From an optimization exercise on the open Yosys and OpenROAD flow, aimed at small area, a short achievable clock period and few clock cycles per item; shortcuts taken in it are not production practice. Where RTL was checked, it was by simulation tests only, not by an equivalence proof against the original. For runs 1, 2 and 4 to 7, only the layout was checked, not whether the RTL still works. Power figures rest on the tool's default switching activity, not on a simulated workload.

==> flow/design.v <==
package entropy_pkg;
	localparam int WORD_W = 16;
	localparam int ADDR_W = 18;
	localparam int COEF_W = 16;
	localparam int RAW_W = 9;    
	localparam int BLOCK_SIZE = 64;
	localparam int IDX_W = 6;
	localparam int CODE_W = 13;  
	localparam int FIFO_D = 4;   
endpackage
module bit_window (
	input  logic Clock,
	input  logic Resetn,
	output logic [entropy_pkg::ADDR_W-1:0] mem_addr,
	output logic mem_rd,
	input  logic [entropy_pkg::WORD_W-1:0] mem_data,
	output logic [entropy_pkg::CODE_W-1:0] bits,
	output logic bits_valid,
	input  logic take
);
	localparam int D = entropy_pkg::FIFO_D;
	logic [15:0] wd [D];
	logic [2:0] cnt;
	logic [3:0] ofs;
	logic v1, v2;
	logic [4:0] ofs_sum;
	logic pop;
	logic [2:0] cnt_pop;
	logic [2:0] pending;
	logic [31:0] pair;
	logic [4:0] nxt [16];
	assign pair = {wd[0], wd[1]};
	assign bits = 13'(pair << ofs >> 19);
	assign bits_valid = (cnt >= 3'd2);
	always_comb begin
		for (int o = 0; o < 16; o++) begin
			casez (pair[31 - o -: 4])
				4'b00??: nxt[o] = 5'(o + 8);
				4'b100?: nxt[o] = 5'(o + 9);
				4'b1010: nxt[o] = 5'(o + 4);
				4'b1011: nxt[o] = 5'(o + 13);
				default: nxt[o] = 5'(o + 5);
			endcase
		end
	end
	assign ofs_sum = nxt[ofs];
	assign pop = take & ofs_sum[4];
	assign cnt_pop = cnt - 3'(pop);
	assign pending = cnt + 3'(mem_rd) + 3'(v1) + 3'(v2);
	always_ff @(posedge Clock or negedge Resetn) begin
		if (!Resetn) begin
			cnt <= '0;
			ofs <= '0;
			v1 <= 1'b0;
			v2 <= 1'b0;
			mem_rd <= 1'b0;
			mem_addr <= '0;
		end else begin
			mem_rd <= (pending - 3'(pop)) < 3'(D);
			if (mem_rd) mem_addr <= mem_addr + 1'b1;
			v1 <= mem_rd;
			v2 <= v1;
			cnt <= cnt_pop + 3'(v2);
			if (take) ofs <= ofs_sum[3:0];
		end
	end
	always_ff @(posedge Clock) begin
		for (int i = 0; i < D; i++) begin
			if (v2 && 3'(i) == cnt_pop) wd[i] <= mem_data;
			else if (pop) wd[i] <= (i + 1 < D) ? wd[(i + 1) % D] : wd[i];
		end
	end
endmodule
module vlc_decoder (
	input  logic Clock,
	input  logic Resetn,
	input  logic [entropy_pkg::CODE_W-1:0] bits,
	input  logic bits_valid,
	output logic take,
	input  logic drain,           
	output logic code_valid,
	output logic code_eob,
	output logic code_zero,       
	output logic [3:0] code_cnt,  
	output logic [entropy_pkg::RAW_W-1:0] code_a,
	output logic [2:0] code_b
);
	logic [8:0] a;
	logic [3:0] n;
	logic eob, zero;
	always_comb begin
		a = {{6{bits[10]}}, bits[10:8]};
		n = 4'd1;
		eob = 1'b0;
		zero = 1'b0;
		casez (bits[12:9])
			4'b00??: begin
				n = 4'd2;
			end
			4'b01??: ;
			4'b100?: begin
				a = {{3{bits[9]}}, bits[9:4]};
			end
			4'b1010: begin
				eob = 1'b1;
				zero = 1'b1;
			end
			4'b1011: begin
				a = bits[8:0];
			end
			default: begin
				zero = 1'b1;
				n = (bits[10:8] == 3'd0) ? 4'd8 : {1'b0, bits[10:8]};
			end
		endcase
	end
	assign take = bits_valid && (!code_valid || drain);
	always_ff @(posedge Clock or negedge Resetn) begin
		if (!Resetn) begin
			code_valid <= 1'b0;
		end else begin
			code_valid <= take || (code_valid && !drain);
		end
	end
	always_ff @(posedge Clock) begin
		if (take) begin
			code_eob <= eob;
			code_zero <= zero;
			code_cnt <= n;
			code_a <= a;
			code_b <= bits[7:5];
		end
	end
endmodule
module coeff_sequencer (
	input  logic Clock,
	input  logic Resetn,
	input  logic start,
	input  logic code_valid,
	input  logic code_eob,
	input  logic code_zero,
	input  logic [3:0] code_cnt,
	input  logic [entropy_pkg::RAW_W-1:0] code_a,
	input  logic [2:0] code_b,
	output logic drain,
	output logic [entropy_pkg::BLOCK_SIZE-1:0] wr_en,  
	output logic [entropy_pkg::RAW_W-1:0] wr_even,
	output logic [entropy_pkg::RAW_W-1:0] wr_odd,
	output logic block_ready
);
	logic active;
	logic fin;
	logic [5:0] k;
	logic [6:0] k_end;
	logic last;
	logic [entropy_pkg::RAW_W-1:0] b;
	assign drain = (active || start) && code_valid;
	assign k_end = {1'b0, k} + {3'd0, code_cnt};
	assign last = code_eob || k_end[6];
	always_comb begin
		for (int s = 0; s < entropy_pkg::BLOCK_SIZE; s++) begin
			wr_en[s] = drain && (6'(s) >= k) && (last || 7'(s) < k_end);
		end
	end
	assign b = {{6{code_b[2]}}, code_b};
	assign wr_even = code_zero ? '0 : (k[0] ? b : code_a);
	assign wr_odd = code_zero ? '0 : (k[0] ? code_a : b);
	always_ff @(posedge Clock or negedge Resetn) begin
		if (!Resetn) begin
			active <= 1'b0;
			fin <= 1'b0;
			k <= '0;
			block_ready <= 1'b0;
		end else begin
			active <= (active || start) && !(drain && last);
			fin <= start && drain && last;
			block_ready <= fin || (block_ready && !start) || (drain && last && !start);
			if (drain) k <= last ? 6'd0 : k_end[5:0];
		end
	end
endmodule
module dequantizer (
	input  logic Clock,
	input  logic start,
	input  logic q_select,
	input  logic [entropy_pkg::BLOCK_SIZE-1:0] wr_en,  
	input  logic [entropy_pkg::RAW_W-1:0] wr_even,
	input  logic [entropy_pkg::RAW_W-1:0] wr_odd,
	input  logic [entropy_pkg::IDX_W-1:0] rd_addr,
	output logic [entropy_pkg::COEF_W-1:0] rd_data
);
	localparam logic [383:0] SCAN_OF = 384'hffeeb9c70923f7be32be5895f37cee9a1594db4b678174cad6ca1f6122c9ae979944c203a9d69034710271b3ce185040;
	logic [entropy_pkg::RAW_W-1:0] store [entropy_pkg::BLOCK_SIZE];
	logic q_sel;
	logic [entropy_pkg::RAW_W-1:0] raw;
	logic [3:0] d;
	logic [2:0] e;
	always_ff @(posedge Clock) begin
		if (start) q_sel <= q_select;  
		for (int p = 0; p < entropy_pkg::BLOCK_SIZE; p++) begin
			if (wr_en[SCAN_OF[6 * p +: 6]]) begin
				store[p] <= SCAN_OF[6 * p] ? wr_odd : wr_even;
			end
		end
	end
	assign d = {1'b0, rd_addr[5:3]} + {1'b0, rd_addr[2:0]};
	assign e = q_sel ? ((d >= 4'd10) ? 3'd6 : 3'(d[3:1]) + 3'd1) : 3'(d[3:2]) + 3'd3;
	assign raw = store[rd_addr];
	always_ff @(posedge Clock) begin
		rd_data <= {{(entropy_pkg::COEF_W - entropy_pkg::RAW_W){raw[entropy_pkg::RAW_W-1]}}, raw} << e;
	end
endmodule
module entropy_decode_top #(
	parameter int MEM_LATENCY = 2
) (
	input  logic Clock,
	input  logic Resetn,
	input  logic start,
	input  logic q_select,
	output logic [entropy_pkg::ADDR_W-1:0] mem_addr,
	output logic mem_rd,
	input  logic [entropy_pkg::WORD_W-1:0] mem_data,
	output logic block_ready,
	input  logic [entropy_pkg::IDX_W-1:0] rd_addr,
	output logic [entropy_pkg::COEF_W-1:0] rd_data
);
	logic [entropy_pkg::CODE_W-1:0] bits;
	logic bits_valid;
	logic take;
	logic drain;
	logic code_valid;
	logic code_eob;
	logic code_zero;
	logic [3:0] code_cnt;
	logic [entropy_pkg::RAW_W-1:0] code_a;
	logic [2:0] code_b;
	logic [entropy_pkg::BLOCK_SIZE-1:0] wr_en;
	logic [entropy_pkg::RAW_W-1:0] wr_even;
	logic [entropy_pkg::RAW_W-1:0] wr_odd;
	bit_window u_window (
		.Clock(Clock),
		.Resetn(Resetn),
		.mem_addr(mem_addr),
		.mem_rd(mem_rd),
		.mem_data(mem_data),
		.bits(bits),
		.bits_valid(bits_valid),
		.take(take)
	);
	vlc_decoder u_vlc (
		.Clock(Clock),
		.Resetn(Resetn),
		.bits(bits),
		.bits_valid(bits_valid),
		.take(take),
		.drain(drain),
		.code_valid(code_valid),
		.code_eob(code_eob),
		.code_zero(code_zero),
		.code_cnt(code_cnt),
		.code_a(code_a),
		.code_b(code_b)
	);
	coeff_sequencer u_seq (
		.Clock(Clock),
		.Resetn(Resetn),
		.start(start),
		.code_valid(code_valid),
		.code_eob(code_eob),
		.code_zero(code_zero),
		.code_cnt(code_cnt),
		.code_a(code_a),
		.code_b(code_b),
		.drain(drain),
		.wr_en(wr_en),
		.wr_even(wr_even),
		.wr_odd(wr_odd),
		.block_ready(block_ready)
	);
	dequantizer u_deq (
		.Clock(Clock),
		.start(start),
		.q_select(q_select),
		.wr_en(wr_en),
		.wr_even(wr_even),
		.wr_odd(wr_odd),
		.rd_addr(rd_addr),
		.rd_data(rd_data)
	);
endmodule
==> flow/run.sh <==
#!/bin/bash
# synth_recipe.tcl (not shown) runs the flow's synth.tcl, then flattens the netlist and writes it again
# the make line also repeats each setting of config.mk as NAME=value (left out here)
make -C /OpenROAD-flow-scripts/flow DESIGN_CONFIG=/design/flow/config.mk WORK_HOME=/design/flow/orfs CLKGATE_MAP_FILE= SYNTH_SCRIPT=/design/flow/synth_recipe.tcl finish
==> flow/config.mk <==
export PLATFORM = sky130hd
export DESIGN_NAME = entropy_decode_top
export DESIGN_NICKNAME = entropy_decode_top
export VERILOG_FILES = /design/flow/design.v
export SDC_FILE = /design/flow/constraint.sdc
export NUM_CORES = 4
export LEC_CHECK = 0
export ABC_CLOCK_PERIOD_IN_PS = 2500
export CAP_MARGIN = 20
export CORE_MARGIN = 2
export CORE_UTILIZATION = 40
export SLEW_MARGIN = 20
==> flow/constraint.sdc <==
create_clock -name core_clock -period 6.5 [get_ports {Clock}]
set_input_delay 1.3000 -clock core_clock [delete_from_list [all_inputs] [get_ports {Clock}]]
set_output_delay 1.3000 -clock core_clock [all_outputs]
set_load 0.01 [all_outputs]
==> results.yml, run 1 <==
critical_path:
  critPathLaunchType: "input port"
  path_buf_inv: 3
  required_ns: 7.02
  crit_type: "in2reg"
  cp_top_family: "simple AND/OR/NAND/NOR gates"
  cpPeakStageDelay_ns: 1.08
  crit_slowest_cell: "nor4_1"
  path_depth: 11
  cp-end-kind: "flip-flop"
  cp.arrival_ns: 5.60
  critPathMaxFanout: 26
  r2r_cells: 9
  cp_cell_sequence: "clkdlybuf4s50_1 > buf_4 > and4bb_1 > buf_12 > nand3_1 > nand4_1 > nor4_1 > and4_1 > o32a_1 > and2_1 > o32ai_2"
synthesis:
  synth_cells: 2463
  yosysWarnings: 7
  synth_top_area_frac: 0.6171
  postSynth.asyncResetShare: 0.05330
  synth_area_per_cell_um2: 13.02
  seq_area_frac_synth: 0.6568
  synth.distinct_cells: 84
  yosys-top-cells-area: "edfxtp_1, nand3_1, dfrtp_1, mux2_2, nand4_1"
  yosysTopAreaCell: "edfxtp_1"
  synth_ff_type: "edfxtp_1"
  ys_seq_elements: 713
  synth_fp_nets: 2512
  synth-edff-count: 659
  synth_area_um2: 32070
global_route:
  grt_use_met3: 0.06246
  grt_busiest_layer: "met2"
  overflow: 0
  grt_usage: 0.2802
  grt_util_met2: 0.4413
  grt_start_max_net_pins: 114
  globalRouteMet1Util: 0.3611
  grt_pass1_vias: 23178
  antenna_found_initial: 1
  grt_pass1_wl_um: 166900
clock_tree:
  ctsRootBufferMaster: "clkbuf_16"
  numCtsBuffers: 79
  cts_tree: "built"
  h-tree-depth: 3
  cts_buffer_depth: 3
  cts_hold_buffers: 0
  cts_setup_buffers: 0
  clock_latency_ns: 0.65
  cts_sinks: 713
  cts.reportedPaths.clkPinSlew_ns: 0.06
  cts_resized: 0
floorplanning:
  die_area_um2: 82450
  die_x_um: 287.1
  coreArea_um2: 79130
  ios: 62
  rows: 103
  die_height_um: 287.1
  start_util: 0.4053
timing:
  drv_slew: 0
  max_freq_mhz: 196.6
  setup_viol: 0
  tightest_slew_ns: 1.282
  slew_headroom: 0.1378
  finalCritPeriodShare: 0.7825
  skew_ns: 0.03511
  fin_crit_ns: 5.086
  hold_viol: 0
  tns_ns: 0
  whs_ns: 0.3771
  rsz0062_at_grt: "false"
drt:
  viasPerCell: 6.446
  antenna_left: 0
  drt_wl_total_um: 115800
  drc: 0
  wl_per_cell_um: 31.71
  firstDrtPassIters: 5
  vias: 23535
  drt_iter0_drc: 3361
place:
  dp.cells: 3501
  gp_congestion: 0.9580
  dp_hpwl_um: 73410
  port_buffers: 61
cells_and_area:
  final_nets: 2588
  antenna_cells: 0
  drive_gt1_frac: 0.1753
  final_common_cell: "edfxtp_1"
  fin_cells: 3651
  fin_util: 0.4724
  layout_common_cells: "edfxtp_1, nand3_1, nand4_1, buf_4, nand2_1"
  area_delta_synth_final_pct: 16.57
worst_hold_path:
  min_path_type: "reg2reg"
  holdPathStages: 0
power:
  p_leak_nw: 12.75
  max-vdd-ir-drop_uv: 342.3
  p_per_area_nw_per_um2: 641.1
flow_run:
  maxCapViolations: 0
status:
  status: "timing/DRC/antenna clean"
==> final cells by class <==
cell class	count	area (um2)
clock buffer	103	2077
clock inverter	40	439.2
fill	7013	41750
inverter	38	142.6
multi-input combinational	1516	10540
sequential	713	21060
tap	1050	1314
timing repair buffer	191	1809
==> registers in the layout (all words and copies together) (netlist names) <==
register and cells:
u_deq.rd_data 16, u_window.wd 64, u_window.ofs 4, u_vlc.code_valid 1, u_window.cnt 3, u_deq.store 576
u_seq.active 1, u_vlc.code_eob 1, u_seq.block_ready 1, u_vlc.code_a 9, u_seq.fin 1, u_vlc.code_zero 1
u_vlc.code_b 3, u_deq.q_sel 1, u_window.mem_rd 1, u_window.v1 1, u_window.v2 1, u_vlc.code_cnt 4
u_seq.k 6, u_window.mem_addr 18
==> cell usage after synthesis, drive strengths merged (12+ instances only) <==
library cell / number
and2: 15
a211oi: 23
and3: 19
nor2: 89
mux4: 24
dfrtp: 38
nand4: 131
xnor2: 15
edfxtp: 659
mux2i: 31
a221oi: 34
nor3: 35
nand3: 488
a31oi: 14
inv: 38
nor4: 34
buf: 121
mux2: 82
and3b: 12
nand2b: 29
a21oi: 64
nand2: 106
or2: 15
o21ai: 67
ha: 20
dfxtp: 16
clkbuf: 75
==> through the flow <==
stage | cell area (um2) | total power [mW] | worst slack, ns
2_1_floorplan | 32070 | 14.06 | 2.057
3_3_place_gp | 34590 | 18.90 | 1.001
3_5_place_dp | 34710 | 19.19 | 0.9990
4_1_cts | 37230 | 23.60 | 1.632
5_1_grt | 37380 | 24.69 | 1.380
6_report | 37380 | 23.97 | 1.414
==> worst paths after layout <==
check	startpoint	endpoint	slack, ns
min in group asynchronous	Resetn	u_window.mem_addr[2]$_DFFE_PN0P_	0.79
hold reg to reg	u_window.v1$_DFF_PN0_	u_window.v2$_DFF_PN0_	0.38
max in group asynchronous	Resetn	u_window.ofs[0]$_DFFE_PN0P_	5.07
setup reg to reg	u_seq.k[3]$_DFFE_PN0P_	u_deq.store[54][4]$_DFFE_PP_	1.81
setup / recovery	rd_addr[3]	u_deq.rd_data[7]$_DFF_P_	1.41
hold / removal	u_window.v1$_DFF_PN0_	u_window.v2$_DFF_PN0_	0.38
==> routing by layer <==
| metal | part of all wire | vias to the layer above |
|---|---|---|
| met4 | 0.064 | 2 |
| li1 | - | 9777 |
| met5 | 0.000086 | - |
| met1 | 0.36 | 11698 |
| met3 | 0.12 | 360 |
| met2 | 0.45 | 1698 |
==> logic make-up after synthesis <==
kind of cell | after synthesis | share of synthesized area
and+or+nand+nor | 1033 | 0.1746
DFF | 713 | 0.6568
AOI/OAI and AO/OA | 297 | 0.06204
buffers and inverters | 234 | 0.03453
muxes | 137 | 0.05533
xor gates and xnor gates | 26 | 0.007101
adders and majority gates | 23 | 0.009677
==> power by group <==
group | switching (mW) | internal [mW]
clock | 1.92 | 2.49
sequential | 0.972 | 8.92
combinational | 7.04 | 2.63
==> run 2: changes to the inputs <==
--- a/flow/config.mk
+++ b/flow/config.mk
@@ -7,3 +7,2 @@
 export LEC_CHECK = 0
-export ABC_CLOCK_PERIOD_IN_PS = 2500
 export CAP_MARGIN = 20
==> run 2 against run 1 <==
Effect of this change: clock skew unchanged; sequential share of layout area unchanged; flip-flop and latch count unchanged; largest power group unchanged; clock-buffer cell count is the same; still clean; register-to-register slack is essentially flat; non-clock buffer count unchanged; total power unchanged; wire length did not move; hold slack unchanged; sequential power about the same; critical endpoint unchanged.
==> results.yml, run 2 <==
cells_and_area:
  fillers: 7013
  top_register: "u_deq.store"
  largest_registers: "u_deq.store: 576 flops, u_window.wd: 64 flops, u_window.mem_addr: 18 flops"
  final_common_cell: "edfxtp_1"
  fin_cells: 3651
  layout_common_cells: "edfxtp_1, nand3_1, nand4_1, buf_4, nand2_1"
  largest_register_ffs: 576
  postLayoutCellArea_um2: 37380
  drive_gt1_frac: 0.1753
  area_delta_synth_final_pct: 16.57
  final_nets: 2588
  antenna_cells: 0
clock_tree:
  h-tree-depth: 3
  clock_latency_ns: 0.65
  cts_hold_buffers: 0
  cts_tree: "built"
  cts.reportedPaths.clkPinSlew_ns: 0.06
  cts_setup_buffers: 0
  cts_resized: 0
  cts_sinks: 713
  ctsRootBufferMaster: "clkbuf_16"
  numCtsBuffers: 79
  cts_buffer_depth: 3
synthesis:
  ys_top_cells_by_count: "edfxtp_1, nand3_1, nand4_1"
  synth_top_area_frac: 0.6171
  synth_fa_ha_area_frac: 0.009677
  postSynth.asyncResetShare: 0.05330
  yosysTopAreaCell: "edfxtp_1"
  synth_fp_nets: 2512
  ys_seq_elements: 713
  synth.distinct_cells: 84
  synth_top_family_by_area: "simple AND/OR/NAND/NOR gates"
  synth_area_per_cell_um2: 13.02
  synth_area_um2: 32070
  yosysWarnings: 7
  synth-edff-count: 659
  synth_ff_type: "edfxtp_1"
  yosys-top-cells-area: "edfxtp_1, nand3_1, dfrtp_1, mux2_2, nand4_1"
  synth_cells: 2463
  synth_xor_area_frac: 0.007101
  synthSimpleGateAreaFrac: 0.1746
  synth.most_common_cell: "edfxtp_1"
  seq_area_frac_synth: 0.6568
  muxShareOfSynthArea: 0.05533
  synth_compound_area_frac: 0.06204
power:
  p_total_mw: 23.97
  pwr-share-clk: 0.184
  switching_share: 0.4144
  p_int_mw: 14.03
  max-vdd-ir-drop_uv: 342.3
  p_per_area_nw_per_um2: 641.1
  p_switching_mw: 9.931
  p_leak_nw: 12.75
  p_seq_frac: 0.413
  p_comb_frac: 0.403
drt:
  viasPerCell: 6.446
  vias: 23535
  wl_per_cell_um: 31.71
  antenna_left: 0
  drc: 0
  firstDrtPassIters: 5
  drt_wl_total_um: 115800
  drt_iter0_drc: 3361
critical_path:
  cp.arrival_ns: 5.60
  critPathMaxFanout: 26
  cp-end-kind: "flip-flop"
  crit_slowest_cell: "nor4_1"
  path_buf_inv: 3
  cp_top_family: "simple AND/OR/NAND/NOR gates"
  crit_type: "in2reg"
  required_ns: 7.02
  cpPeakStageDelay_ns: 1.08
  cp_cell_sequence: "clkdlybuf4s50_1 > buf_4 > and4bb_1 > buf_12 > nand3_1 > nand4_1 > nor4_1 > and4_1 > o32a_1 > and2_1 > o32ai_2"
  critPathLaunchType: "input port"
floorplanning:
  ios: 62
  start_util: 0.4053
  rows: 103
  die_height_um: 287.1
  die_x_um: 287.1
  die_area_um2: 82450
  coreArea_um2: 79130
place:
  dp_hpwl_um: 73410
  place_area_um2: 34710
  gp_congestion: 0.9580
  port_buffers: 61
  dp.cells: 3501
timing:
  fin_crit_ns: 5.086
  tightest_slew_ns: 1.282
  rsz0062_at_grt: "false"
  finalCritPeriodShare: 0.7825
  slew_headroom: 0.1378
  whs_ns: 0.3771
  max_freq_mhz: 196.6
  hold_viol: 0
  tns_ns: 0
  drv_slew: 0
  skew_ns: 0.03511
  setup_viol: 0
global_route:
  grt_usage: 0.2802
  overflow: 0
  antenna_found_initial: 1
  grt_pass1_wl_um: 166900
  grt_start_max_net_pins: 114
  grt_pass1_vias: 23178
status:
  status: "timing/DRC/antenna clean"
worst_hold_path:
  min_path_type: "reg2reg"
flow_run:
  maxCapViolations: 0
## run 2: cell counts in the layout (fill, tap and decap cells not counted)
No cell type changed its count.
## run 2: worst paths after layout
path                                   startpoint                                to  slack, ns  depth (start not counted)
hold / removal              u_window.v1$_DFF_PN0_             u_window.v2$_DFF_PN0_       0.38                          0
setup / recovery                       rd_addr[3]          u_deq.rd_data[7]$_DFF_P_       1.41                         11
min in group asynchronous                  Resetn  u_window.mem_addr[2]$_DFFE_PN0P_       0.79                          1
hold reg to reg             u_window.v1$_DFF_PN0_             u_window.v2$_DFF_PN0_       0.38                          0
setup reg to reg           u_seq.k[3]$_DFFE_PN0P_      u_deq.store[54][4]$_DFFE_PP_       1.81                          9
max in group asynchronous                  Resetn       u_window.ofs[0]$_DFFE_PN0P_       5.07                          1
## run 2: cells by family (layout without fill, tap and decap cells)
kind of cell / after synthesis / count (layout)
compound gates: 297 / 297
mux: 137 / 137
buf+inv: 234 / 372
xor+xnor: 26 / 26
simple gates: 1033 / 1033
flops: 713 / 713
fa+ha+maj: 23 / 23
## run 2: layout make-up
class                      instances  area, um2  area share
multi-input combinational       1516      10540      0.2819
sequential                       713      21060      0.5634
tap                             1050       1314     0.03515
inverter                          38      142.6    0.003816
clock inverter                    40      439.2     0.01175
clock buffer                     103       2077     0.05556
timing repair buffer             191       1809     0.04840
## run 2: per-stage QoR
step | util | worst slack, ns
after floorplan | - | 2.057
after global placement | 0.4372 | 1.001
after detailed placement | 0.4387 | 0.9990
after CTS | 0.4705 | 1.632
after global routing | 0.4724 | 1.380
final | 0.4724 | 1.414
## run 2: metal layers
layer,track usage,routed length [um],vias up
met2,0.4413,52600,1698
li1,-,-,9777
met4,0.1518,7383,2
met5,0,10,-
met1,0.3611,41720,11698
met3,0.06246,14060,360
## run 2: worst register-to-register path, cell delays in order (launching register included)
cell	delay, ns
dfrtp_1	0.71
ha_1	0.56
a21oi_1	0.12
nor2_1	0.34
or2_2	0.34
nor3_2	0.08
buf_4	0.20
nor2_1	0.41
o21ai_1	0.40
a211oi_4	1.11
## run 2: power by group through the flow
stage / sequential [mW] / clock, mW / combinational, mW
floorplan: 9.50 / 0 / 4.55
CTS: 9.87 / 4.45 / 9.28
global placement: 9.88 / 0 / 9.02
detailed placement: 9.93 / 0 / 9.26
global route: 10.1 / 4.63 / 10.0
finish: 9.89 / 4.41 / 9.67
==> run 3: changes to the inputs <==
--- a/flow/design.v
+++ b/flow/design.v
@@ -18,3 +18,4 @@
 	output logic bits_valid,
-	input  logic take
+	input  logic take,
+	input  logic [3:0] take_len
 );
@@ -30,3 +31,2 @@
 	logic [31:0] pair;
-	logic [4:0] nxt [16];
 	assign pair = {wd[0], wd[1]};
@@ -34,14 +34,3 @@
 	assign bits_valid = (cnt >= 3'd2);
-	always_comb begin
-		for (int o = 0; o < 16; o++) begin
-			casez (pair[31 - o -: 4])
-				4'b00??: nxt[o] = 5'(o + 8);
-				4'b100?: nxt[o] = 5'(o + 9);
-				4'b1010: nxt[o] = 5'(o + 4);
-				4'b1011: nxt[o] = 5'(o + 13);
-				default: nxt[o] = 5'(o + 5);
-			endcase
-		end
-	end
-	assign ofs_sum = nxt[ofs];
+	assign ofs_sum = {1'b0, ofs} + {1'b0, take_len};
 	assign pop = take & ofs_sum[4];
@@ -79,2 +68,3 @@
 	output logic take,
+	output logic [3:0] take_len,
 	input  logic drain,           
@@ -88,2 +78,3 @@
 	logic [8:0] a;
+	logic [3:0] len;
 	logic [3:0] n;
@@ -95,4 +86,6 @@
 		zero = 1'b0;
+		len = 4'd5;
 		casez (bits[12:9])
 			4'b00??: begin
+				len = 4'd8;
 				n = 4'd2;
@@ -101,2 +94,3 @@
 			4'b100?: begin
+				len = 4'd9;
 				a = {{3{bits[9]}}, bits[9:4]};
@@ -104,2 +98,3 @@
 			4'b1010: begin
+				len = 4'd4;
 				eob = 1'b1;
@@ -108,2 +103,3 @@
 			4'b1011: begin
+				len = 4'd13;
 				a = bits[8:0];
@@ -117,2 +113,3 @@
 	assign take = bits_valid && (!code_valid || drain);
+	assign take_len = len;
 	always_ff @(posedge Clock or negedge Resetn) begin
@@ -151,3 +148,2 @@
 	logic active;
-	logic fin;
 	logic [5:0] k;
@@ -156,3 +152,3 @@
 	logic [entropy_pkg::RAW_W-1:0] b;
-	assign drain = (active || start) && code_valid;
+	assign drain = active && code_valid;
 	assign k_end = {1'b0, k} + {3'd0, code_cnt};
@@ -170,3 +166,2 @@
 			active <= 1'b0;
-			fin <= 1'b0;
 			k <= '0;
@@ -174,6 +169,13 @@
 		end else begin
-			active <= (active || start) && !(drain && last);
-			fin <= start && drain && last;
-			block_ready <= fin || (block_ready && !start) || (drain && last && !start);
-			if (drain) k <= last ? 6'd0 : k_end[5:0];
+			if (start) begin
+				active <= 1'b1;
+				k <= '0;
+				block_ready <= 1'b0;
+			end else if (drain) begin
+				k <= k_end[5:0];
+				if (last) begin
+					active <= 1'b0;
+					block_ready <= 1'b1;
+				end
+			end
 		end
@@ -229,2 +231,3 @@
 	logic take;
+	logic [3:0] take_len;
 	logic drain;
@@ -247,3 +250,4 @@
 		.bits_valid(bits_valid),
-		.take(take)
+		.take(take),
+		.take_len(take_len)
 	);
@@ -255,2 +259,3 @@
 		.take(take),
+		.take_len(take_len),
 		.drain(drain),
==> run 3 against run 2 <==
Effect of this change: still clean; register-to-register slack got worse by 1.2 ns; highest routed layer unchanged; worst setup slack worse by 0.81 ns; hold slack worse by 0.0035 ns; clock-buffer cell count is 10 lower; largest power group unchanged; via count down 5.6%; utilization decreased by 0.19 points; final area down 3.0%; non-clock buffer count fell by 12.
==> results.yml, run 3 <==
status:
  status: "timing/DRC/antenna clean"
cells_and_area:
  layout_common_cells: "edfxtp_1, nand3_1, nand4_1, buf_4, nand2_1"
  area_delta_synth_final_pct: 17.11
  postLayoutCellArea_um2: 36270
  final_nets: 2407
  antenna_cells: 0
  largest_registers: "u_deq.store: 576 flops, u_window.wd: 64 flops, u_window.mem_addr: 18 flops"
  fin_util: 0.4705
  largest_register_ffs: 576
  top_register: "u_deq.store"
  drive_gt1_frac: 0.1782
  final_common_cell: "edfxtp_1"
synthesis:
  synth_area_um2: 30970
  seq_area_frac_synth: 0.6792
  synth_ff_type: "edfxtp_1"
  synth_fp_nets: 2328
  synth_top_area_frac: 0.6390
  synth.most_common_cell: "edfxtp_1"
  yosysTopAreaCell: "edfxtp_1"
  ys_top_cells_by_count: "edfxtp_1, nand3_1, nand4_1"
  synth_cells: 2275
  postSynth.asyncResetShare: 0.05197
  synth_area_per_cell_um2: 13.61
  yosys-top-cells-area: "edfxtp_1, nand3_1, dfrtp_1, mux2_2, nand4_1"
  yosysWarnings: 6
  synth-edff-count: 659
  ys_seq_elements: 712
  synth.distinct_cells: 87
critical_path:
  cp_cell_sequence: "mux4_2 > mux2_2 > mux2i_4 > nor2b_1 > nand3_2 > nand2_1 > ha_1 > nor2b_1 > o21ai_0 > inv_1 > ha_1 > ha_1 > xnor2_1 > nand4_1 > buf_4 > nand2_1"
  cpPeakStageDelay_ns: 0.71
  crit_type: "reg2reg"
  path_buf_inv: 2
  cp_top_family: "simple AND/OR/NAND/NOR gates"
  required_ns: 6.77
  crit_slowest_cell: "dfrtp_1"
  critPathMaxFanout: 17
  cp.arrival_ns: 6.17
  cp-end-kind: "flip-flop"
  r2r_setup_slack_ns: 0.60
  path_common_cell: "ha_1"
  critPathLaunchType: "flip-flop"
drt:
  firstDrtPassIters: 5
  drt_wl_total_um: 112500
  antenna_left: 0
  viasPerCell: 6.432
  vias: 22209
  drc: 0
  wl_per_cell_um: 32.59
  drt_iter0_drc: 3378
timing:
  setup_viol: 0
  tightest_slew_ns: 1.296
  slew_headroom: 0.1334
  tns_ns: 0
  fin_crit_ns: 5.898
  hold_viol: 0
  drv_slew: 0
  max_freq_mhz: 169.6
  skew_ns: 0.03528
  rsz0062_at_grt: "false"
  finalCritPeriodShare: 0.9073
power:
  p_per_area_nw_per_um2: 615.9
  p_leak_nw: 12.33
  max-vdd-ir-drop_uv: 435.4
global_route:
  grt_pass1_wl_um: 159500
  grt_pass1_vias: 21480
  grt_start_max_net_pins: 129
  overflow: 0
  grt_usage: 0.2837
  antenna_found_initial: 5
clock_tree:
  cts_hold_buffers: 0
  ctsRootBufferMaster: "clkbuf_16"
  cts_setup_buffers: 0
  cts_sinks: 712
  cts_buffer_depth: 3
  numCtsBuffers: 76
  h-tree-depth: 3
  cts_tree: "built"
  cts.reportedPaths.clkPinSlew_ns: 0.06
  clock_latency_ns: 0.65
place:
  gp_congestion: 0.9177
  port_buffers: 61
  place_area_um2: 33790
  dp_hpwl_um: 67870
floorplanning:
  die_x_um: 282.3
  rows: 102
  ios: 62
  die_height_um: 282.3
  start_util: 0.4018
  coreArea_um2: 77080
  die_area_um2: 79670
flow_run:
  maxCapViolations: 0
worst_hold_path:
  min_path_type: "reg2reg"
==> run 3: worst register-to-register path: stages, from the launching register on <==
cell and delay, ns:
dfrtp_1 0.71, mux4_2 0.60, mux2_2 0.30, mux2i_4 0.25, nor2b_1 0.48, nand3_2 0.24, nand2_1 0.12, ha_1 0.24
nor2b_1 0.14, o21ai_0 0.59, inv_1 0.16, ha_1 0.23, ha_1 0.19, xnor2_1 0.39, nand4_1 0.16, buf_4 0.23
nand2_1 0.51
==> run 3: area by class of cell <==
| type | instances | area (um2) |
|---|---|---|
| fill | 6781 | 40810 |
| sequential | 712 | 21040 |
| multi-input combinational | 1359 | 9833 |
| clock buffer | 93 | 1987 |
| timing repair buffer | 179 | 1602 |
| tap | 1040 | 1301 |
| clock inverter | 44 | 412.9 |
| inverter | 26 | 97.59 |
==> run 3: path summary, 6_finish.rpt <==
| check | start | depth (start not counted) | endpoint |
|---|---|---|---|
| max | u_window.ofs[1]$_DFFE_PN0P_ | 16 | u_window.wd[2][12]$_DFFE_PP_ |
| min | u_window.v1$_DFF_PN0_ | 0 | u_window.v2$_DFF_PN0_ |
| max reg2reg | u_window.ofs[1]$_DFFE_PN0P_ | 16 | u_window.wd[2][12]$_DFFE_PP_ |
| min reg2reg | u_window.v1$_DFF_PN0_ | 0 | u_window.v2$_DFF_PN0_ |
| max in group asynchronous | Resetn | 1 | u_window.ofs[0]$_DFFE_PN0P_ |
| min in group asynchronous | Resetn | 1 | u_window.mem_addr[3]$_DFFE_PN0P_ |
==> run 3: cell families (layout without fill, tap and decap cells) <==
family / after synthesis / in the layout / synth area share
compound gates: 219 / 219 / 0.05163
flops: 712 / 712 / 0.6792
buf+inv: 204 / 342 / 0.03030
mux: 131 / 131 / 0.05579
xor+xnor: 30 / 30 / 0.008484
simple gates: 952 / 952 / 0.1630
fa+ha+maj: 27 / 27 / 0.01164
==> run 3: what timing repair did <==
item	in CTS	in global routing
gates resized for setup	0	1
setup endpoints to repair	0	48
endpoints found under the hold margin	0	0
==> run 3: routing by layer <==
layer / global-route usage / vias to the layer above / share of wire
li1: - / 9084 / -
met1: 0.3519 / 11206 / 0.35
met2: 0.4550 / 1546 / 0.46
met3: 0.06624 / 369 / 0.11
met4: 0.1665 / 4 / 0.070
met5: 0 / - / 0.00020
==> run 3: where the power goes <==
group / total (mW) / switching [mW] / internal, mW
Sequential: 9.40 / 0.769 / 8.63
Clock: 4.23 / 1.83 / 2.39
Combinational: 8.71 / 6.28 / 2.43
==> run 3: through the flow <==
step                instances  hold slack, ns  setup WS [ns]  total power, mW
global placement         3307          0.3664         0.4354            17.58
global route             3453          0.4052         0.1130            23.00
floorplan                2275          0.3537          1.104            13.33
finish                   3453          0.3736         0.6024            22.34
detailed placement       3312          0.3644         0.3662            17.87
CTS                      3449          0.3774         0.3512            22.08
Testbench counts of run 3, summed over its fixed seeds: cycles 25,408, blocks 320.
==> run 4: changes to the inputs <==
--- a/flow/design.v
+++ b/flow/design.v
@@ -18,4 +18,3 @@
 	output logic bits_valid,
-	input  logic take,
-	input  logic [3:0] take_len
+	input  logic take
 );
@@ -31,2 +30,3 @@
 	logic [31:0] pair;
+	logic [4:0] nxt [16];
 	assign pair = {wd[0], wd[1]};
@@ -34,3 +34,14 @@
 	assign bits_valid = (cnt >= 3'd2);
-	assign ofs_sum = {1'b0, ofs} + {1'b0, take_len};
+	always_comb begin
+		for (int o = 0; o < 16; o++) begin
+			casez (pair[31 - o -: 4])
+				4'b00??: nxt[o] = 5'(o + 8);
+				4'b100?: nxt[o] = 5'(o + 9);
+				4'b1010: nxt[o] = 5'(o + 4);
+				4'b1011: nxt[o] = 5'(o + 13);
+				default: nxt[o] = 5'(o + 5);
+			endcase
+		end
+	end
+	assign ofs_sum = nxt[ofs];
 	assign pop = take & ofs_sum[4];
@@ -68,3 +79,2 @@
 	output logic take,
-	output logic [3:0] take_len,
 	input  logic drain,           
@@ -78,3 +88,2 @@
 	logic [8:0] a;
-	logic [3:0] len;
 	logic [3:0] n;
@@ -86,6 +95,4 @@
 		zero = 1'b0;
-		len = 4'd5;
 		casez (bits[12:9])
 			4'b00??: begin
-				len = 4'd8;
 				n = 4'd2;
@@ -94,3 +101,2 @@
 			4'b100?: begin
-				len = 4'd9;
 				a = {{3{bits[9]}}, bits[9:4]};
@@ -98,3 +104,2 @@
 			4'b1010: begin
-				len = 4'd4;
 				eob = 1'b1;
@@ -103,3 +108,2 @@
 			4'b1011: begin
-				len = 4'd13;
 				a = bits[8:0];
@@ -113,3 +117,2 @@
 	assign take = bits_valid && (!code_valid || drain);
-	assign take_len = len;
 	always_ff @(posedge Clock or negedge Resetn) begin
@@ -147,3 +150,2 @@
 );
-	logic active;
 	logic [5:0] k;
@@ -152,13 +154,37 @@
 	logic [entropy_pkg::RAW_W-1:0] b;
-	assign drain = active && code_valid;
+	logic q_valid;
+	logic [5:0] q_first;
+	logic [5:0] q_end;
+	logic q_last;
+	logic put;
+	logic active;
+	logic fin;
 	assign k_end = {1'b0, k} + {3'd0, code_cnt};
 	assign last = code_eob || k_end[6];
+	assign b = {{6{code_b[2]}}, code_b};
+	assign put = q_valid && (active || start);
+	assign drain = code_valid && (!q_valid || put);
+	always_ff @(posedge Clock or negedge Resetn) begin
+		if (!Resetn) begin
+			k <= '0;
+			q_valid <= 1'b0;
+		end else begin
+			if (drain) k <= last ? 6'd0 : k_end[5:0];
+			q_valid <= drain || (q_valid && !put);
+		end
+	end
+	always_ff @(posedge Clock) begin
+		if (drain) begin
+			q_first <= k;
+			q_end <= k_end[5:0];
+			q_last <= last;
+			wr_even <= code_zero ? '0 : (k[0] ? b : code_a);
+			wr_odd <= code_zero ? '0 : (k[0] ? code_a : b);
+		end
+	end
 	always_comb begin
 		for (int s = 0; s < entropy_pkg::BLOCK_SIZE; s++) begin
-			wr_en[s] = drain && (6'(s) >= k) && (last || 7'(s) < k_end);
+			wr_en[s] = put && (6'(s) >= q_first) && (q_last || 6'(s) < q_end);
 		end
 	end
-	assign b = {{6{code_b[2]}}, code_b};
-	assign wr_even = code_zero ? '0 : (k[0] ? b : code_a);
-	assign wr_odd = code_zero ? '0 : (k[0] ? code_a : b);
 	always_ff @(posedge Clock or negedge Resetn) begin
@@ -166,16 +192,8 @@
 			active <= 1'b0;
-			k <= '0;
+			fin <= 1'b0;
 			block_ready <= 1'b0;
 		end else begin
-			if (start) begin
-				active <= 1'b1;
-				k <= '0;
-				block_ready <= 1'b0;
-			end else if (drain) begin
-				k <= k_end[5:0];
-				if (last) begin
-					active <= 1'b0;
-					block_ready <= 1'b1;
-				end
-			end
+			active <= (active || start) && !(put && q_last);
+			fin <= start && put && q_last;
+			block_ready <= fin || (block_ready && !start) || (put && q_last && !start);
 		end
@@ -231,3 +249,2 @@
 	logic take;
-	logic [3:0] take_len;
 	logic drain;
@@ -250,4 +267,3 @@
 		.bits_valid(bits_valid),
-		.take(take),
-		.take_len(take_len)
+		.take(take)
 	);
@@ -259,3 +275,2 @@
 		.take(take),
-		.take_len(take_len),
 		.drain(drain),
--- a/flow/config.mk
+++ b/flow/config.mk
@@ -10,2 +10,3 @@
 export CORE_UTILIZATION = 40
+export SETUP_SLACK_MARGIN = 3.0
 export SLEW_MARGIN = 20
==> run 4 against run 3 <==
Effect of this change: first-iteration DRC count is 30% higher; highest routed layer is now met4; clock skew rose by 0.015 ns; utilization grew 1.0 points; largest cell class unchanged; sequential power grew 6%; clock-buffer cell count grew 7.
==> results.yml, run 4 <==
synthesis:
  synth_fa_ha_area_frac: 0.009444
  synth_top_area_frac: 0.6306
  muxShareOfSynthArea: 0.04859
  seq_area_frac_synth: 0.6701
  synth_area_per_cell_um2: 12.94
  synth_compound_area_frac: 0.05910
  synth-edff-count: 690
  synth_cells: 2540
  synth.distinct_cells: 85
  yosysWarnings: 7
  synth_ff_type: "edfxtp_1"
  synth_fp_nets: 2589
  synthSimpleGateAreaFrac: 0.1746
  synth_top_family_by_area: "simple AND/OR/NAND/NOR gates"
  yosys-top-cells-area: "edfxtp_1, nand3_1, dfrtp_1, nand4_1, mux2_2"
  synth_area_um2: 32860
  postSynth.asyncResetShare: 0.05235
  ys_seq_elements: 745
  yosysTopAreaCell: "edfxtp_1"
  ys_top_cells_by_count: "edfxtp_1, nand3_1, nand4_1"
  synth_xor_area_frac: 0.007197
  synth.most_common_cell: "edfxtp_1"
timing:
  finalCritPeriodShare: 0.5423
  slew_headroom: 0.1448
  rsz0062_at_grt: "false"
  max_freq_mhz: 283.7
  tightest_slew_ns: 1.283
  skew_ns: 0.05059
  setup_ws_ns: 2.975
  setup_viol: 0
  drv_slew: 0
  hold_viol: 0
  tns_ns: 0
  fin_crit_ns: 3.525
cells_and_area:
  fin_cells: 3790
  top_register: "u_deq.store"
  fillers: 7093
  drive_gt1_frac: 0.1958
  largest_register_ffs: 576
  area_delta_synth_final_pct: 19.60
  final_nets: 2702
  layout_common_cells: "edfxtp_1, nand3_1, nand4_1, buf_4, nand2_1"
  largest_registers: "u_deq.store: 576 flops, u_window.wd: 64 flops, u_window.mem_addr: 18 flops"
  final_common_cell: "edfxtp_1"
floorplanning:
  die_area_um2: 84450
  die_height_um: 290.6
  ios: 62
  start_util: 0.4021
  die_x_um: 290.6
  coreArea_um2: 81720
  rows: 105
drt:
  antenna_left: 0
  drt_wl_total_um: 121400
  drc: 0
  vias: 24933
  viasPerCell: 6.579
  firstDrtPassIters: 8
  wl_per_cell_um: 32.04
  drt_iter0_drc: 4389
global_route:
  grt_pass1_wl_um: 171000
  antenna_found_initial: 2
  grt_usage: 0.2787
  grt_pass1_vias: 23377
  grt_start_max_net_pins: 63
  overflow: 0
power:
  p_leak_nw: 13.49
  p_per_area_nw_per_um2: 592.4
  max-vdd-ir-drop_uv: 348.8
clock_tree:
  h-tree-depth: 3
  cts_tree: "built"
  clock_latency_ns: 0.65
  cts_sinks: 745
  ctsRootBufferMaster: "clkbuf_16"
  cts_buffer_depth: 3
  numCtsBuffers: 80
  cts.reportedPaths.clkPinSlew_ns: 0.06
place:
  gp_congestion: 0.9210
  dp_hpwl_um: 73010
  place_ws_ns: 1.192
  port_buffers: 61
  dp.cells: 3583
worst_hold_path:
  holdPathStages: 0
  min_path_type: "reg2reg"
  min_to: "u_window.v2$_DFF_PN0_"
  hp-start: "u_window.v1$_DFF_PN0_"
critical_path:
  crit_slowest_cell: "a211oi_4"
  crit_type: "in2reg"
  critPathMaxFanout: 9
  critPathLaunchType: "input port"
  path_buf_inv: 1
  required_ns: 6.75
  r2r_end: "u_window.wd[2][8]$_DFFE_PP_"
  cp_top_family: "compound AO/OA/AOI/OAI gates"
  cp-end-kind: "flip-flop"
  cp.arrival_ns: 3.78
  worstReg2RegStart: "u_window.ofs[1]$_DFFE_PN0P_"
  cp_cell_sequence: "dlygate4sd2_1 > nor2_4 > nor2b_1 > o21ai_1 > a211oi_4"
  r2r_setup_slack_ns: 3.22
  cpPeakStageDelay_ns: 1.03
  r2r_cells: 15
flow_run:
  maxCapViolations: 0
status:
  status: "timing/DRC/antenna clean"
-- run 4: cell types whose count changed in the layout (fill, tap and decap cells not counted), sizes merged, moves of 16 or more --
cell    before  now
nor2        75  101
nand4      129  146
a21oi       42   62
edfxtp     659  690
and3         6   22
a221oi      38   19
nand3      483  518
buf        123  165
inv         30   48
o21ai       25   69
-- run 4: worst max path at each step --
stage	startpoint	end	depth (start not counted)
3_3_place_gp	rd_addr[1]	u_deq.rd_data[4]$_DFF_P_	10
2_1_floorplan	start	u_window.wd[2][10]$_DFFE_PP_	12
4_1_cts	rd_addr[5]	u_deq.rd_data[10]$_DFF_P_	11
3_5_place_dp	rd_addr[1]	u_deq.rd_data[10]$_DFF_P_	10
6_report	start	u_deq.store[55][5]$_DFFE_PP_	5
5_1_grt	rd_addr[3]	u_deq.rd_data[6]$_DFF_P_	14
-- run 4: what timing repair did --
action / 4_1_cts / 5_1_grt
cloned: 4 / 4
buffers inserted: 15 / 33
endpoints found under the setup margin: 275 / 128
gates resized for setup: 71 / 54
hold buffers: 0 / 0
pin swaps: 10 / 9
-- run 4: kinds of logic after synthesis --
kind of cell | after synthesis
compound gates | 293
fa+ha+maj | 23
mux | 125
flops | 745
buf+inv | 243
simple gates | 1084
xor+xnor | 27
-- run 4: report_power, final --
part           switching, mW  internal [mW]
Clock                   1.93           2.62
Sequential              1.14           8.86
Combinational           6.13           2.60
-- run 4: area by class of cell --
class	instances	area (um2)	area share
inverters	47	186.4	0.004744
clock buffers	100	2160	0.05495
repair buffers	221	2138	0.05441
well taps	1070	1339	0.03407
clock inverters	46	460.4	0.01172
diodes	3	7.507	0.0001910
flip-flops and latches	745	22020	0.5604
multi-input cells	1557	10980	0.2794
repair inverters	1	5.005	0.0001274
-- run 4: stage by stage --
stage	util	hold WS, ns	cell area, um2	power, mW
after floorplan	-	0.3537	33120	13.79
final	0.4809	0.3839	39300	23.28
after CTS	0.4736	0.3783	38700	22.75
after global routing	0.4808	0.3906	39290	23.93
after detailed placement	0.4360	0.3649	35630	18.01
after global placement	0.4348	0.3613	35530	17.80
-- run 4: routing by layer --
layer | part of all wire | vias to the layer above | wire length [um] | GRT usage
met2 | 0.45 | 2051 | 54620 | 0.4339
met5 | 0 | - | 0 | 0
li1 | - | 10134 | - | -
met1 | 0.35 | 12328 | 42170 | 0.3542
met4 | 0.076 | 0 | 9175 | 0.1695
met3 | 0.13 | 420 | 15470 | 0.06546
==> run 5: changes to the inputs <==
--- a/flow/config.mk
+++ b/flow/config.mk
@@ -10,3 +10,3 @@
 export CORE_UTILIZATION = 40
-export SETUP_SLACK_MARGIN = 3.0
+export SETUP_SLACK_MARGIN = 3.5
 export SLEW_MARGIN = 20
==> run 5 against run 4 <==
Effect of this change: register-to-register slack better by 0.16 ns; clock-buffer cell count up 6; highest routed layer is now met5; still clean; clock skew up 0.013 ns; largest power group is now combinational logic; wire length increased by 11%; critical path depth is 8 higher; die area unchanged; non-clock buffer count up 190; utilization is 4.1 points higher; sequential share of layout area is 4.4 points lower; synthesized cell count unchanged; combinational power rose by 15%; flip-flop and latch count is the same; critical endpoint is now u_deq.rd_data[10]$_DFF_P_.
==> results.yml, run 5 <==
synthesis:
  synth_top_area_frac: 0.6306
  postSynth.asyncResetShare: 0.05235
  synth_area_per_cell_um2: 12.94
  synth-edff-count: 690
  synth_fp_nets: 2589
  synth_ff_type: "edfxtp_1"
  ys_seq_elements: 745
  synth.most_common_cell: "edfxtp_1"
  synth.distinct_cells: 85
  ys_top_cells_by_count: "edfxtp_1, nand3_1, nand4_1"
  yosysTopAreaCell: "edfxtp_1"
  synth_area_um2: 32860
  yosys-top-cells-area: "edfxtp_1, nand3_1, dfrtp_1, nand4_1, mux2_2"
  yosysWarnings: 7
  synth_cells: 2540
  seq_area_frac_synth: 0.6701
global_route:
  antenna_found_initial: 3
  grt_use_met3: 0.09269
  grt_start_max_net_pins: 42
  grt_usage: 0.3094
  grt_pass1_wl_um: 187700
  grt_busiest_layer: "met2"
  overflow: 0
  globalRouteMet1Util: 0.3784
  grt_util_met2: 0.4676
  grt_pass1_vias: 25199
place:
  dp.cells: 3584
  port_buffers: 61
  gp_congestion: 0.9216
  place_area_um2: 35820
  place_ws_ns: 1.149
  dp_hpwl_um: 73490
timing:
  skew_ns: 0.06322
  fin_crit_ns: 3.274
  drv_slew: 0
  setup_ws_ns: 3.226
  setup_viol: 0
  max_freq_mhz: 305.5
  tightest_slew_ns: 1.231
  hold_viol: 0
  slew_headroom: 0.1792
  rsz0062_at_grt: "true"
  finalCritPeriodShare: 0.5036
  tns_ns: 0
  whs_ns: 0.3807
critical_path:
  r2r_setup_slack_ns: 3.38
  critPathLaunchType: "input port"
  required_ns: 7.04
  cp.arrival_ns: 3.81
  critPathMaxFanout: 6
  cp-end-kind: "flip-flop"
  crit_type: "in2reg"
floorplanning:
  die_height_um: 290.6
  rows: 105
  coreArea_um2: 81720
  die_x_um: 290.6
  ios: 62
  die_area_um2: 84450
  start_util: 0.4021
clock_tree:
  clock_latency_ns: 0.66
  cts_sinks: 745
  cts_hold_buffers: 0
  numCtsBuffers: 79
  ctsRootBufferMaster: "clkbuf_16"
  cts_buffer_depth: 3
  h-tree-depth: 3
  cts_tree: "built"
  cts.reportedPaths.clkPinSlew_ns: 0.06
drt:
  antenna_left: 0
  wl_per_cell_um: 33.69
  drt_wl_total_um: 134200
  vias: 26297
  drt_iter0_drc: 4626
  firstDrtPassIters: 10
  viasPerCell: 6.602
  drc: 0
cells_and_area:
  largest_register_ffs: 576
  final_common_cell: "edfxtp_1"
  fin_cells: 3983
  largest_registers: "u_deq.store: 576 flops, u_window.wd: 64 flops, u_window.mem_addr: 18 flops"
  drive_gt1_frac: 0.2767
  fillers: 6706
  layout_common_cells: "edfxtp_1, nand3_1, buf_4, nand4_1, nand2_1"
  postLayoutCellArea_um2: 42640
  fin_util: 0.5218
  final_nets: 2894
  area_delta_synth_final_pct: 29.77
  top_register: "u_deq.store"
flow_run:
  maxCapViolations: 0
power:
  p_leak_nw: 14.98
  p_total_mw: 24.28
  p_per_area_nw_per_um2: 569.5
  max-vdd-ir-drop_uv: 319.4
status:
  status: "timing/DRC/antenna clean"
worst_hold_path:
  min_path_type: "reg2reg"
-- run 5: area by class of cell --
cell class / count / area, um2 / share of cell area
Inverter: 47 / 196.4 / 0.004607
Clock buffer: 106 / 2140 / 0.05018
Sequential cell: 745 / 22020 / 0.5165
Timing Repair Buffer: 411 / 4954 / 0.1162
Tap cell: 1070 / 1339 / 0.03140
Multi-Input combinational cell: 1560 / 11630 / 0.2728
Antenna cell: 4 / 10.01 / 0.0002348
Timing Repair inverter: 1 / 5.005 / 0.0001174
Clock inverter: 39 / 341.6 / 0.008011
-- run 5: kinds of logic after synthesis --
family	Yosys count	synth area share
AOI/OAI and AO/OA	293	0.05910
DFF	745	0.6701
and+or+nand+nor	1084	0.1746
adders and majority gates	23	0.009444
buffers and inverters	243	0.03096
muxes	125	0.04859
xor gates and xnor gates	27	0.007197
-- run 5: layer usage --
layer,wire (um),share of wire
met1,44290,0.33
met2,59020,0.44
met3,18780,0.14
met4,11970,0.089
met5,137,0.0010
-- run 5: worst paths after layout --
| check | from | cells after the start | endpoint |
|---|---|---|---|
| setup / recovery | rd_addr[1] | 13 | u_deq.rd_data[10]$_DFF_P_ |
| hold / removal | u_window.v1$_DFF_PN0_ | 0 | u_window.v2$_DFF_PN0_ |
| setup reg to reg | u_window.wd[0][7]$_DFFE_PP_ | 15 | u_window.wd[0][13]$_DFFE_PP_ |
| hold reg to reg | u_window.v1$_DFF_PN0_ | 0 | u_window.v2$_DFF_PN0_ |
| max in group asynchronous | Resetn | 1 | u_window.ofs[2]$_DFFE_PN0P_ |
| min in group asynchronous | Resetn | 1 | u_window.mem_addr[3]$_DFFE_PN0P_ |
-- run 5: what timing repair did --
item / CTS / global route
setup endpoints to repair: 615 / 217
setup buffers: 167 / 41
pin swaps: 100 / 39
hold endpoints to repair: 0 / 0
gates resized for setup: 283 / 70
gates cloned: 31 / 9
-- run 5: worst max-delay path, stage by stage --
cell and delay (ns):
buf_16 0.12, buf_8 0.12, nor2b_4 0.19, buf_12 0.16, buf_6 0.12, nand3_2 0.05, nand4_1 0.32, nor4_1 0.37
buf_4 0.15, nand4_1 0.19, a32oi_2 0.29, mux2i_1 0.14, mux2_4 0.28
-- run 5: power breakdown --
group	switching, mW	internal [mW]
registers	1.09	8.85
logic	6.71	3.29
clock network	1.92	2.42
total	9.73	14.6
==> run 6: changes to the inputs <==
--- a/flow/config.mk
+++ b/flow/config.mk
@@ -9,4 +9,5 @@
 export CORE_MARGIN = 2
-export CORE_UTILIZATION = 40
-export SETUP_SLACK_MARGIN = 3.5
+export CORE_UTILIZATION = 55
+export CTS_BUF_LIST = sky130_fd_sc_hd__clkbuf_8
+export SETUP_SLACK_MARGIN = 3.0
 export SLEW_MARGIN = 20
==> run 6 against run 5 <==
Effect of this change: clock skew shrank 0.014 ns; critical endpoint is now u_deq.rd_data[7]$_DFF_P_; combinational power shrank 13%; register-to-register slack lost 0.21 ns; total power shrank 7.4%; largest power group is now sequential cells; sequential share of layout area grew 5.5 points; flip-flop and latch count is the same; worst setup slack lost 0.24 ns; still clean.
==> results.yml, run 6 <==
global_route:
  overflow: 0
  grt_usage: 0.3867
  grt_start_max_net_pins: 66
  grt_pass1_wl_um: 171200
  grt_pass1_vias: 24045
  antenna_found_initial: 5
power:
  max-vdd-ir-drop_uv: 510.0
  p_leak_nw: 13.48
  p_per_area_nw_per_um2: 584.0
drt:
  vias: 25153
  drt_wl_total_um: 121800
  viasPerCell: 7.050
  drt_iter0_drc: 3923
  firstDrtPassIters: 6
  drc: 0
  wl_per_cell_um: 34.13
  antenna_left: 0
critical_path:
  r2r_end: "u_window.wd[2][11]$_DFFE_PP_"
  critPathMaxFanout: 34
  r2r_setup_slack_ns: 3.17
  cp-end-kind: "flip-flop"
  cp.arrival_ns: 4.16
  worstReg2RegStart: "u_window.ofs[3]$_DFFE_PN0P_"
  crit_type: "in2reg"
  r2r_cells: 13
  required_ns: 7.14
  critPathLaunchType: "input port"
timing:
  max_freq_mhz: 284.5
  tns_ns: 0
  tightest_slew_ns: 1.299
  drv_slew: 0
  rsz0062_at_grt: "true"
  finalCritPeriodShare: 0.5407
  setup_ws_ns: 2.986
  fin_crit_ns: 3.514
  skew_ns: 0.04899
  setup_viol: 0
  hold_viol: 0
  slew_headroom: 0.1342
clock_tree:
  cts_tree: "built"
  cts_buffer_depth: 3
  clock_latency_ns: 0.75
  cts_sinks: 745
  cts.reportedPaths.clkPinSlew_ns: 0.06
  h-tree-depth: 3
  numCtsBuffers: 120
  ctsRootBufferMaster: "clkbuf_8"
place:
  place_area_um2: 35290
  place_ws_ns: 1.420
  gp_congestion: 0.9583
  dp_hpwl_um: 74800
  port_buffers: 61
synthesis:
  synth_fp_nets: 2589
  synth.most_common_cell: "edfxtp_1"
  yosys-top-cells-area: "edfxtp_1, nand3_1, dfrtp_1, nand4_1, mux2_2"
  seq_area_frac_synth: 0.6701
  synth_ff_type: "edfxtp_1"
  ys_seq_elements: 745
  ys_top_cells_by_count: "edfxtp_1, nand3_1, nand4_1"
  synth-edff-count: 690
  synth_area_per_cell_um2: 12.94
  synth_cells: 2540
  synth.distinct_cells: 85
  synth_top_area_frac: 0.6306
  yosysTopAreaCell: "edfxtp_1"
  postSynth.asyncResetShare: 0.05235
  yosysWarnings: 7
  synth_area_um2: 32860
status:
  status: "timing/DRC/antenna clean"
floorplanning:
  ios: 62
  rows: 89
  start_util: 0.5567
  die_x_um: 248.4
  coreArea_um2: 59020
  die_area_um2: 61710
  die_height_um: 248.4
flow_run:
  maxCapViolations: 0
worst_hold_path:
  holdPathStages: 0
  min_to: "u_window.v2$_DFF_PN0_"
  min_path_type: "reg2reg"
  hp-start: "u_window.v1$_DFF_PN0_"
cells_and_area:
  final_nets: 2747
  top_register: "u_deq.store"
  largest_registers: "u_deq.store: 576 flops, u_window.wd: 64 flops, u_window.mem_addr: 18 flops"
  final_common_cell: "edfxtp_1"
  layout_common_cells: "edfxtp_1, nand3_1, nand4_1, buf_4, clkbuf_8"
  largest_register_ffs: 576
  drive_gt1_frac: 0.2024
  postLayoutCellArea_um2: 38520
  area_delta_synth_final_pct: 17.23
-- run 6: cell counts after synthesis --
No cell type changed its count.
-- run 6: where the power goes --
group	internal, mW	leakage, nW	switching, mW
Combinational	2.54	5.01	6.13
Sequential	8.87	7.21	1.18
Clock	1.91	1.27	1.87
-- run 6: kinds of logic (layout without fill, tap and decap cells) --
family / Yosys count / after routing / share of synthesized area
and+or+nand+nor: 1084 / 1089 / 0.1746
adders and majority gates: 23 / 23 / 0.009444
muxes: 125 / 126 / 0.04859
xor gates and xnor gates: 27 / 27 / 0.007197
buffers and inverters: 243 / 486 / 0.03096
AOI/OAI and AO/OA: 293 / 295 / 0.05910
DFF: 745 / 745 / 0.6701
other: 0 / 4 / 0
-- run 6: worst max-delay path by stage --
| stage | startpoint | endpoint | slack [ns] | cells after the start |
|---|---|---|---|---|
| final | rd_addr[2] | u_deq.rd_data[7]$_DFF_P_ | 2.99 | 11 |
| after global placement | rd_addr[4] | u_deq.rd_data[11]$_DFF_P_ | 1.45 | 10 |
| after global routing | rd_addr[2] | u_deq.rd_data[7]$_DFF_P_ | 2.95 | 11 |
| after detailed placement | rd_addr[4] | u_deq.rd_data[11]$_DFF_P_ | 1.42 | 10 |
| after floorplan | start | u_window.wd[2][10]$_DFFE_PP_ | 2.63 | 12 |
| after CTS | rd_addr[1] | u_deq.rd_data[10]$_DFF_P_ | 2.93 | 10 |
-- run 6: layout make-up --
type / instances / area [um2]
sequential: 745 / 22020
timing repair buffer: 223 / 2056
fill: 4409 / 20500
clock inverter: 92 / 500.5
tap: 773 / 967.2
inverter: 47 / 187.7
clock buffer: 123 / 1693
multi-input combinational: 1560 / 11080
timing repair inverter: 1 / 5.005
antenna: 4 / 10.01
-- run 6: timing repair --
action,CTS,global route
gates resized for setup,65,45
endpoints found under the hold margin,0,0
hold buffers,0,0
buffers inserted,20,28
endpoints found under the setup margin,173,190
cloned,5,4
pin swaps,11,8
-- run 6: stage by stage --
| stage | total power, mW | hold slack, ns | instances | utilization |
|---|---|---|---|---|
| final | 22.49 | 0.3874 | 3568 | 0.6526 |
| after global routing | 23.09 | 0.4151 | 3565 | 0.6525 |
| after CTS | 21.95 | 0.3970 | 3531 | 0.6440 |
| after global placement | 17.84 | 0.3734 | 3287 | 0.5966 |
| after detailed placement | 17.99 | 0.3706 | 3291 | 0.5979 |
| after floorplan | 13.79 | 0.3537 | 2540 | - |
-- run 6: layer usage --
layer	part of all wire	vias up	GRT usage
met5	0	-	0
met3	0.13	487	0.1096
met2	0.45	2126	0.5979
met1	0.33	12315	0.4783
met4	0.081	0	0.2542
li1	-	10225	-
-- run 6: critical path, cell delays in order --
cell and delay [ns]:
buf_6 0.19, nor4b_4 0.62, buf_4 0.52, nand3_1 0.33, nand4_1 0.18, a2111oi_2 0.06, nand4_1 0.12, buf_4 0.17
a32oi_2 0.16, a22o_1 0.25, a221oi_1 0.22
==> run 7: changes to the inputs <==
--- a/flow/config.mk
+++ b/flow/config.mk
@@ -9,4 +9,5 @@
 export CORE_MARGIN = 2
-export CORE_UTILIZATION = 55
-export CTS_BUF_LIST = sky130_fd_sc_hd__clkbuf_8
+export CORE_UTILIZATION = 40
+export CTS_BUF_LIST = sky130_fd_sc_hd__clkbuf_4 sky130_fd_sc_hd__clkbuf_8
+export CTS_CLUSTER_SIZE = 30
 export SETUP_SLACK_MARGIN = 3.0
==> run 7 against run 6 <==
Effect of this change: first-iteration DRC count up 1.5%; clock skew up 0.037 ns; synthesized cell count unchanged; register-to-register slack better by 0.02 ns; still clean on timing, DRC and antenna; critical endpoint unchanged; critical path type unchanged.
==> results.yml, run 7 <==
clock_tree:
  cts_buffer_depth: 3
  cts_sinks: 745
  cts.reportedPaths.clkPinSlew_ns: 0.06
  clock_latency_ns: 0.82
  numCtsBuffers: 120
  ctsRootBufferMaster: "clkbuf_8"
  cts_tree: "built"
  h-tree-depth: 3
timing:
  setup_viol: 0
  tightest_slew_ns: 1.298
  tns_ns: 0
  skew_ns: 0.08589
  fin_crit_ns: 3.574
  max_freq_mhz: 279.8
  drv_slew: 0
  finalCritPeriodShare: 0.5499
  slew_headroom: 0.1344
  whs_ns: 0.3808
  rsz0062_at_grt: "true"
  hold_viol: 0
synthesis:
  synth_compound_area_frac: 0.05910
  synth_ff_type: "edfxtp_1"
  seq_area_frac_synth: 0.6701
  synth_area_per_cell_um2: 12.94
  synth.most_common_cell: "edfxtp_1"
  synth_xor_area_frac: 0.007197
  synthSimpleGateAreaFrac: 0.1746
  synth_fp_nets: 2589
  synth_top_family_by_area: "simple AND/OR/NAND/NOR gates"
  yosys-top-cells-area: "edfxtp_1, nand3_1, dfrtp_1, nand4_1, mux2_2"
  yosysTopAreaCell: "edfxtp_1"
  synth.distinct_cells: 85
  synth_cells: 2540
  yosysWarnings: 7
  synth-edff-count: 690
  ys_top_cells_by_count: "edfxtp_1, nand3_1, nand4_1"
  ys_seq_elements: 745
  synth_area_um2: 32860
  synth_fa_ha_area_frac: 0.009444
  muxShareOfSynthArea: 0.04859
  synth_top_area_frac: 0.6306
  postSynth.asyncResetShare: 0.05235
place:
  dp_hpwl_um: 73010
  gp_congestion: 0.9210
  port_buffers: 61
critical_path:
  critPathMaxFanout: 20
  path_common_cell: "buf_6"
  path_depth: 11
  cpPeakStageDelay_ns: 0.45
  cp-end-kind: "flip-flop"
  cp_cell_sequence: "buf_6 > buf_6 > and4bb_2 > buf_4 > nand3_1 > nand4_1 > nor4_2 > o21ai_1 > o22ai_4 > a2bb2oi_1 > a221oi_1"
  critPathLaunchType: "input port"
  cp.arrival_ns: 4.26
  r2r_cells: 14
  path_buf_inv: 3
  cp_top_family: "simple AND/OR/NAND/NOR gates"
  required_ns: 7.19
  crit_slowest_cell: "and4bb_2"
  crit_type: "in2reg"
drt:
  firstDrtPassIters: 6
  drt_iter0_drc: 3982
  antenna_left: 0
  drc: 0
  viasPerCell: 6.459
  vias: 24804
  drt_wl_total_um: 120400
  wl_per_cell_um: 31.37
floorplanning:
  die_area_um2: 84450
  rows: 105
  die_height_um: 290.6
  ios: 62
  coreArea_um2: 81720
  start_util: 0.4021
  die_x_um: 290.6
status:
  status: "timing/DRC/antenna clean"
worst_hold_path:
  min_path_type: "reg2reg"
  holdPathStages: 0
cells_and_area:
  drive_gt1_frac: 0.2077
  largest_registers: "u_deq.store: 576 flops, u_window.wd: 64 flops, u_window.mem_addr: 18 flops"
  fillers: 7183
  largest_register_ffs: 576
  layout_common_cells: "edfxtp_1, nand3_1, nand4_1, clkbuf_8, buf_4"
  top_register: "u_deq.store"
  area_delta_synth_final_pct: 18.05
  final_common_cell: "edfxtp_1"
  final_nets: 2717
power:
  p_int_mw: 13.58
  p_switching_mw: 9.199
  max-vdd-ir-drop_uv: 319.1
  p_per_area_nw_per_um2: 587.4
  p_leak_nw: 13.35
  p_total_mw: 22.78
  pwr-share-clk: 0.182
  switching_share: 0.4038
  p_seq_frac: 0.438
  p_comb_frac: 0.380
global_route:
  grt_usage: 0.2790
  grt_start_max_net_pins: 63
  antenna_found_initial: 3
  grt_pass1_vias: 23745
  overflow: 0
  grt_pass1_wl_um: 171000
flow_run:
  maxCapViolations: 0
==> run 7: cell types whose count changed in the layout (fill, tap and decap cells not counted), moves of 4 or more <==
| cell | before | now |
|---|---|---|
| a21oi_2 | 3 | 7 |
| clkbuf_4 | 1 | 35 |
| clkinv_1 | 29 | 33 |
| buf_12 | 15 | 11 |
| clkinv_2 | 8 | 19 |
| nor3_1 | 24 | 28 |
| inv_1 | 82 | 38 |
| buf_4 | 137 | 116 |
==> run 7: path summary, 6_finish.rpt <==
check / startpoint / to / slack [ns]
max: rd_addr[5] / u_deq.rd_data[7]$_DFF_P_ / 2.93
min in group asynchronous: Resetn / u_window.mem_addr[3]$_DFFE_PN0P_ / 0.67
max reg2reg: u_window.ofs[1]$_DFFE_PN0P_ / u_window.wd[1][1]$_DFFE_PP_ / 3.19
max in group asynchronous: Resetn / u_window.ofs[1]$_DFFE_PN0P_ / 5.17
min: u_window.v1$_DFF_PN0_ / u_window.v2$_DFF_PN0_ / 0.38
min reg2reg: u_window.v1$_DFF_PN0_ / u_window.v2$_DFF_PN0_ / 0.38
==> run 7: kinds of logic (layout without fill, tap and decap cells) <==
kind of cell | count (synthesis) | in the layout
xor gates and xnor gates | 27 | 27
muxes | 125 | 125
AOI/OAI and AO/OA | 293 | 293
adders and majority gates | 23 | 23
DFF | 745 | 745
buffers and inverters | 243 | 468
and+or+nand+nor | 1084 | 1088
other | 0 | 1
==> run 7: area by class of cell <==
| class | instances | area [um2] | area share |
|---|---|---|---|
| well taps | 1070 | 1339 | 0.03452 |
| repair inverters | 1 | 5.005 | 0.0001290 |
| inverters | 47 | 186.4 | 0.004806 |
| flip-flops and latches | 745 | 22020 | 0.5678 |
| clock buffers | 159 | 1976 | 0.05094 |
| clock inverters | 64 | 506.7 | 0.01306 |
| diodes | 1 | 2.502 | 0.00006452 |
| repair buffers | 197 | 1832 | 0.04723 |
| multi-input cells | 1556 | 10920 | 0.2815 |
==> run 7: worst reg2reg max path, stage by stage (launching register included) <==
cell and delay [ns]:
dfrtp_4 0.55, buf_8 0.22, nand2b_4 0.14, a211oi_1 0.06, o21ai_1 0.18, o2111ai_1 0.13, a211o_1 0.33, nand3_4 0.14
inv_2 0.08, ha_4 0.16, ha_4 0.17, xnor2_4 0.16, nand4_1 0.09, buf_4 0.27, mux2_2 0.38
==> run 7: stage by stage <==
stage	area, um2	std cells	worst slack (ns)	util
floorplan	33120	2540	2.633	-
global placement	35530	3578	1.135	0.4348
detailed placement	35630	3583	1.192	0.4360
CTS	38520	3824	2.931	0.4713
global route	38790	3840	2.985	0.4747
finish	38790	3840	2.926	0.4747
==> run 7: power by group through the flow <==
stage | sequential [mW] | combinational, mW | clock (mW)
after floorplan | 9.70 | 4.09 | 0
after global placement | 10.0 | 7.77 | 0
after detailed placement | 10.1 | 7.96 | 0
after CTS | 9.98 | 8.22 | 4.19
after global routing | 10.2 | 8.93 | 4.39
final | 9.98 | 8.65 | 4.15
==> run 7: what timing repair did <==
item,in CTS,in global routing
gates cloned,4,1
hold buffers,0,0
pin swaps,9,4
buffers inserted,14,14
resized for setup,52,38
endpoints found under the setup margin,202,198
==> run 7: per-layer routing <==
layer	share of wire	up-vias	track usage	routed length, um
li1	-	10164	-	-
met1	0.35	12152	0.3472	41740
met2	0.45	2040	0.4344	54070
met3	0.13	444	0.07319	15680
met4	0.074	4	0.1752	8916
met5	0.00024	-	0	29

==> re-timing with driven ports <==
The flow's constraints put no driver on any port. The routed layouts listed below were extracted and timed again, unchanged, in two steps.
Step 1 assumes that a clkbuf_16 drives the clock port and a buf_2 every other input.
Step 2, shift: input delay + t, output delay - t, t = (earliest + latest rising clock arrival at the registers) / 2. This alone moves slack from input paths to output paths.
Three values: no drivers, after step 1, after step 2; two values: the first two.
run | t (ns) | slack for setup (ns)
run 1 | 0.700 | 1.414 / 1.455 / 0.755
run 2 | 0.700 | 1.414 / 1.455 / 0.755
run 3 | 0.692 | 0.602 / 0.602 / 0.602
run 4 | 0.698 | 2.975 / 3.009 / 2.311
run 5 | 0.690 | 3.226 / 3.067 / 2.377
run 6 | 0.792 | 2.986 / 3.017 / 2.225
run 7 | 0.834 | 2.926 / 2.947 / 2.113
After both steps setup and hold are still met in every run listed.
